From an optimization exercise on the open Yosys and OpenROAD flow, aimed at small area, a short achievable clock period and few clock cycles per item; shortcuts taken in it are not production practice.
Function was checked by simulation only, so behaviour that the tests miss may differ from the original.
Power figures rest on the tool's default switching activity, not on a simulated workload.

==> flow/design.v <==
`timescale 1ns/10ps
package rename_pkg;
    localparam int arch_regs = 32;
    localparam int phys_regs = 64;
    localparam int rob_depth = 16;
    localparam int xlen      = 32;
    typedef logic [4:0]      arch_reg_t;
    typedef logic [5:0]      phys_reg_t;
    typedef logic [3:0]      rob_id_t;
    typedef logic [xlen-1:0] pc_t;
endpackage
`timescale 1ns/10ps
module recovery_ctrl (
    input  logic clk,
    input  logic rst_n,
    input  logic flush,
    output logic started,
    output logic recover
);
    always_ff @(posedge clk or negedge rst_n) begin
        if (!rst_n) started <= 1'b0;
        else        started <= 1'b1;
    end
    assign recover = flush || !started;
endmodule
`timescale 1ns/10ps
module walk_counter (
    input  logic                clk,
    input  logic                rst_n,
    input  rename_pkg::rob_id_t reset_value,
    input  logic                step,
    input  logic                load,
    input  rename_pkg::rob_id_t load_value,
    output rename_pkg::rob_id_t value
);
    always_ff @(posedge clk or negedge rst_n) begin
        if (!rst_n)     value <= reset_value;
        else if (load)  value <= load_value;
        else if (step)  value <= value + rename_pkg::rob_id_t'(1);
    end
endmodule
`timescale 1ns/10ps
module alias_table (
    input  logic [rename_pkg::arch_regs-1:1] gen,
    input  logic [rename_pkg::arch_regs-1:1] pend,
    input  rename_pkg::arch_reg_t lookup_rs1,
    input  rename_pkg::arch_reg_t lookup_rs2,
    input  rename_pkg::arch_reg_t write_rd,
    input  logic                  commit_valid,
    input  rename_pkg::arch_reg_t commit_rd,
    output rename_pkg::phys_reg_t map_rs1,
    output rename_pkg::phys_reg_t map_rs2,
    output rename_pkg::phys_reg_t free_phys,
    output logic                  rd_busy
);
    logic [rename_pkg::arch_regs-1:0] spec_gen;
    logic [rename_pkg::arch_regs-1:0] free_gen;
    logic [rename_pkg::arch_regs-1:0] busy;
    logic                             rd_commit;
    assign spec_gen = {gen ^ pend, 1'b0};
    assign free_gen = {~(gen ^ pend), 1'b0};
    assign busy     = {pend, 1'b0};
    assign map_rs1   = {spec_gen[lookup_rs1], lookup_rs1};
    assign map_rs2   = {spec_gen[lookup_rs2], lookup_rs2};
    assign free_phys = {free_gen[write_rd], write_rd};
    logic [3:0] rd_lo;
    logic [7:0] rd_hi;
    logic [7:0] group_busy;
    always_comb begin
        for (int j = 0; j < 4; j++) rd_lo[j] = (write_rd[1:0] == 2'(j));
        for (int g = 0; g < 8; g++) begin
            rd_hi[g]      = (write_rd[4:2] == 3'(g));
            group_busy[g] = |(busy[4*g +: 4] & rd_lo);
        end
    end
    assign rd_commit = commit_valid && (commit_rd == write_rd);
    assign rd_busy   = |(group_busy & rd_hi) && !rd_commit;
endmodule
`timescale 1ns/10ps
module free_list (
    input  logic                  clk,
    input  logic                  rst_n,
    input  logic                  recover,
    input  logic                  rat_write,
    input  rename_pkg::arch_reg_t write_rd,
    input  logic                  commit_valid,
    input  rename_pkg::arch_reg_t commit_rd,
    input  rename_pkg::phys_reg_t commit_phys,
    output logic [rename_pkg::arch_regs-1:1] gen,
    output logic [rename_pkg::arch_regs-1:1] pend
);
    always_ff @(posedge clk or negedge rst_n) begin
        if (!rst_n) begin
            gen  <= '0;
        end else begin
            for (int i = 1; i < rename_pkg::arch_regs; i++)
                if (commit_valid && commit_rd == rename_pkg::arch_reg_t'(i))
                    gen[i] <= commit_phys[5];
        end
    end
    always_ff @(posedge clk) begin
            for (int i = 1; i < rename_pkg::arch_regs; i++) begin
                if (recover)
                    pend[i] <= 1'b0;
                else if (rat_write && write_rd == rename_pkg::arch_reg_t'(i))
                    pend[i] <= 1'b1;
                else if (commit_valid && commit_rd == rename_pkg::arch_reg_t'(i))
                    pend[i] <= 1'b0;
            end
    end
endmodule
`timescale 1ns/10ps
module rob_id_alloc (
    input  logic                clk,
    input  logic                rst_n,
    input  logic                flush,
    input  logic                alloc,
    input  logic                commit_valid,
    output rename_pkg::rob_id_t last_id,
    output logic                id_free
);
    rename_pkg::rob_id_t head;
    walk_counter u_head (
        .clk         (clk),
        .rst_n       (rst_n),
        .reset_value (4'd0),
        .step        (commit_valid),
        .load        (1'b0),
        .load_value  (4'd0),
        .value       (head)
    );
    walk_counter u_last (
        .clk         (clk),
        .rst_n       (rst_n),
        .reset_value (4'd15),
        .step        (alloc),
        .load        (flush),
        .load_value  (commit_valid ? head : head - rename_pkg::rob_id_t'(1)),
        .value       (last_id)
    );
    assign id_free = (last_id - head) != rename_pkg::rob_id_t'(rename_pkg::rob_depth - 2);
endmodule
`timescale 1ns/10ps
module rename_stage (
    input  logic                  clk,
    input  logic                  rst_n,
    input  logic                  flush,
    input  logic                  in_valid,
    input  rename_pkg::pc_t       in_pc,
    input  rename_pkg::arch_reg_t in_rd,
    output logic                  in_ready,
    output logic                  out_valid,
    input  logic                  out_ready,
    output rename_pkg::pc_t       out_pc,
    output rename_pkg::phys_reg_t out_phys_rs1,
    output rename_pkg::phys_reg_t out_phys_rs2,
    output rename_pkg::phys_reg_t out_phys_rd,
    input  rename_pkg::phys_reg_t map_rs1,
    input  rename_pkg::phys_reg_t map_rs2,
    input  rename_pkg::phys_reg_t free_phys,
    input  logic                  rd_busy,
    input  logic                  id_free,
    output logic                  alloc,
    output logic                  rat_write
);
    logic need_rd;
    logic slot_open;
    assign need_rd   = (in_rd != '0);
    assign slot_open = !out_valid || out_ready;
    assign in_ready  = id_free && slot_open && !rd_busy;
    assign alloc     = in_valid && in_ready && !flush;
    assign rat_write = in_valid && id_free && slot_open && need_rd;
    always_ff @(posedge clk or negedge rst_n) begin
        if (!rst_n) begin
            out_valid <= 1'b0;
        end else if (flush) begin
            out_valid <= 1'b0;
        end else if (alloc) begin
            out_valid <= 1'b1;
        end else if (out_ready) begin
            out_valid <= 1'b0;
        end
    end
    always_ff @(posedge clk) begin
        if (slot_open) begin
            out_pc       <= in_pc;
            out_phys_rs1 <= map_rs1;
            out_phys_rs2 <= map_rs2;
            out_phys_rd  <= free_phys;
        end
    end
endmodule
`timescale 1ns/10ps
module rename_top (
    input  logic                  clk,
    input  logic                  rst_n,
    input  logic                  in_valid,
    input  rename_pkg::pc_t       in_pc,
    input  rename_pkg::arch_reg_t in_rs1,
    input  rename_pkg::arch_reg_t in_rs2,
    input  rename_pkg::arch_reg_t in_rd,
    output logic                  in_ready,
    output logic                  out_valid,
    input  logic                  out_ready,
    output rename_pkg::pc_t       out_pc,
    output rename_pkg::phys_reg_t out_phys_rs1,
    output rename_pkg::phys_reg_t out_phys_rs2,
    output rename_pkg::phys_reg_t out_phys_rd,
    output rename_pkg::rob_id_t   out_rob_id,
    input  logic                  commit_valid,
    input  rename_pkg::arch_reg_t commit_rd,
    input  rename_pkg::phys_reg_t commit_phys,
    input  logic                  flush
);
    logic                  recover;
    rename_pkg::phys_reg_t map_rs1;
    rename_pkg::phys_reg_t map_rs2;
    rename_pkg::phys_reg_t free_phys;
    logic                  rd_busy;
    logic                  alloc;
    logic                  rat_write;
    logic                  id_free;
    logic [rename_pkg::arch_regs-1:1] gen;
    logic [rename_pkg::arch_regs-1:1] pend;
    logic                  started;
    logic                  id_ok;
    recovery_ctrl u_recovery_ctrl (
        .clk     (clk),
        .rst_n   (rst_n),
        .flush   (flush),
        .started (started),
        .recover (recover)
    );
    free_list u_free_list (
        .clk          (clk),
        .rst_n        (rst_n),
        .recover      (recover),
        .rat_write    (rat_write),
        .write_rd     (in_rd),
        .commit_valid (commit_valid),
        .commit_rd    (commit_rd),
        .commit_phys  (commit_phys),
        .gen          (gen),
        .pend         (pend)
    );
    alias_table u_alias_table (
        .gen        (gen),
        .pend       (pend),
        .lookup_rs1 (in_rs1),
        .lookup_rs2 (in_rs2),
        .write_rd   (in_rd),
        .commit_valid (commit_valid),
        .commit_rd  (commit_rd),
        .map_rs1    (map_rs1),
        .map_rs2    (map_rs2),
        .free_phys  (free_phys),
        .rd_busy    (rd_busy)
    );
    rob_id_alloc u_rob_id_alloc (
        .clk          (clk),
        .rst_n        (rst_n),
        .flush        (flush),
        .alloc        (alloc),
        .commit_valid (commit_valid),
        .last_id      (out_rob_id),
        .id_free      (id_free)
    );
    assign id_ok = id_free && started;
    rename_stage u_rename_stage (
        .clk          (clk),
        .rst_n        (rst_n),
        .flush        (flush),
        .in_valid     (in_valid),
        .in_pc        (in_pc),
        .in_rd        (in_rd),
        .in_ready     (in_ready),
        .out_valid    (out_valid),
        .out_ready    (out_ready),
        .out_pc       (out_pc),
        .out_phys_rs1 (out_phys_rs1),
        .out_phys_rs2 (out_phys_rs2),
        .out_phys_rd  (out_phys_rd),
        .map_rs1      (map_rs1),
        .map_rs2      (map_rs2),
        .free_phys    (free_phys),
        .rd_busy      (rd_busy),
        .id_free      (id_ok),
        .alloc        (alloc),
        .rat_write    (rat_write)
    );
endmodule
Settings: LEC_CHECK=0, CAP_MARGIN=20, CORE_MARGIN=2, CORE_UTILIZATION=50, SETUP_SLACK_MARGIN=2.5, SLEW_MARGIN=20; clock period 5.5 ns.
standard.sh (not shown) runs the stock make flow with config.mk's settings and CLKGATE_MAP_FILE= SYNTH_SCRIPT=/design/flow/synth_recipe.tcl, a recipe that flattens the netlist after the stock synthesis.
==> flow/flow/run.sh <==
#!/bin/bash
# The standard layout, with the resizer free to change a cell's footprint,
# port buffers made of buf_1 cells (the resizer upsizes those that need it)
# and a clock tree of small clock buffers with no dummy loads.
set -euo pipefail
bash standard.sh MATCH_CELL_FOOTPRINT=0 \
    "BUFFER_PORTS_ARGS=-buffer_cell sky130_fd_sc_hd__buf_1" \
    "CTS_ARGS=-sink_clustering_enable -repair_clock_nets -sink_clustering_size 20 -sink_clustering_max_diameter 80 -buf_list {sky130_fd_sc_hd__clkbuf_4} -dont_use_dummy_load" \
    finish > standard_flow.log 2>&1
The starting point completed with no timing, DRC or antenna violations.
Testbench counts at the start, summed over its fixed seeds: cycles 6,724, items 4,096.
Rerun with:
==> flow/flow/run.sh (replaced) <==
#!/bin/bash
set -euo pipefail
bash standard.sh MATCH_CELL_FOOTPRINT=0 \
    "BUFFER_PORTS_ARGS=-buffer_cell sky130_fd_sc_hd__buf_1" \
    "CTS_ARGS=-sink_clustering_enable -repair_clock_nets -sink_clustering_size 40 -sink_clustering_max_diameter 200 -sink_clustering_levels 1 -buf_list {sky130_fd_sc_hd__clkbuf_8 sky130_fd_sc_hd__clkbuf_16} -dont_use_dummy_load" \
    finish > standard_flow.log 2>&1
=> The changed run finished clean; global-route usage increases by 0.16 points; maximum frequency barely changes; setup slack gains 0.011 ns; wire length rises slightly; via count stays flat; count of clock-buffer cells in the layout stays the same; critical path depth is unchanged.
Rerun with:
==> flow/flow/run.sh (replaced) <==
#!/bin/bash
# The standard layout, with the resizer free to change a cell's footprint,
# port buffers made of buf_1 cells (the resizer upsizes those that need it)
# and a clock tree of small clock buffers with no dummy loads.
set -euo pipefail
bash standard.sh MATCH_CELL_FOOTPRINT=0 \
    "BUFFER_PORTS_ARGS=-buffer_cell sky130_fd_sc_hd__buf_1" \
    "CTS_ARGS=-sink_clustering_enable -repair_clock_nets -sink_clustering_size 20 -sink_clustering_max_diameter 80 -buf_list {sky130_fd_sc_hd__clkbuf_4 sky130_fd_sc_hd__clkbuf_8} -dont_use_dummy_load" \
    finish > standard_flow.log 2>&1
- CORE_UTILIZATION: 50 -> 60
The new run completed with no timing, DRC or antenna violations.
Design area falls by a few percent.
Sequential power barely changes.
First-iteration DRC count went down by a little under a tenth.
Maximum frequency shrinks slightly.
Via count increases by a few percent.
Core utilization goes up by 11 points.
Final cell count is lower slightly.
Rerun with:
- CORE_UTILIZATION: 60 -> 50
- SETUP_SLACK_MARGIN: 2.5 -> 1.9
- TNS_END_PERCENT: not set -> 100
Clock skew barely changes.
First-iteration DRC count went down by a quarter to a third.
Routed wire length went up slightly.
Register-to-register slack gets worse by 0.20 ns.
Final area went down slightly.
Sequential power is about the same.
Total power hardly moves.

## static timing again, ports no longer ideal
In the flow no input, the clock included, has a driving cell. The finished layouts below were timed again as built, in two steps.
Step 1 (the two cells are an assumption about what drives the block):
set clk [get_ports {clk}]
set_driving_cell -lib_cell sky130_fd_sc_hd__clkbuf_16 $clk
set_driving_cell -lib_cell sky130_fd_sc_hd__buf_2 [delete_from_list [all_inputs] $clk]
Step 2 also shifts input and output timing later by t, the mid clock arrival at the registers, as if the neighbouring blocks saw the same clock.
Slacks: ideal / step 1 / step 2; pairs: ideal / step 1.
run	t (ns)	setup slack, ns	worst setup path after step 2	slew at the worst register clock pin (ns)
the first run	0.553	1.693 / 1.623 / 1.623	input to output	0.12 / 0.12
the second run	0.444	1.704 / 1.634 / 1.634	input to output	0.06 / 0.06
the third run	0.462	1.663 / 1.596 / 1.596	input to output	0.07 / 0.07
the fourth run	0.471	1.733 / 1.670 / 1.670	input to output	0.08 / 0.08
After both steps every run listed still meets setup and hold.
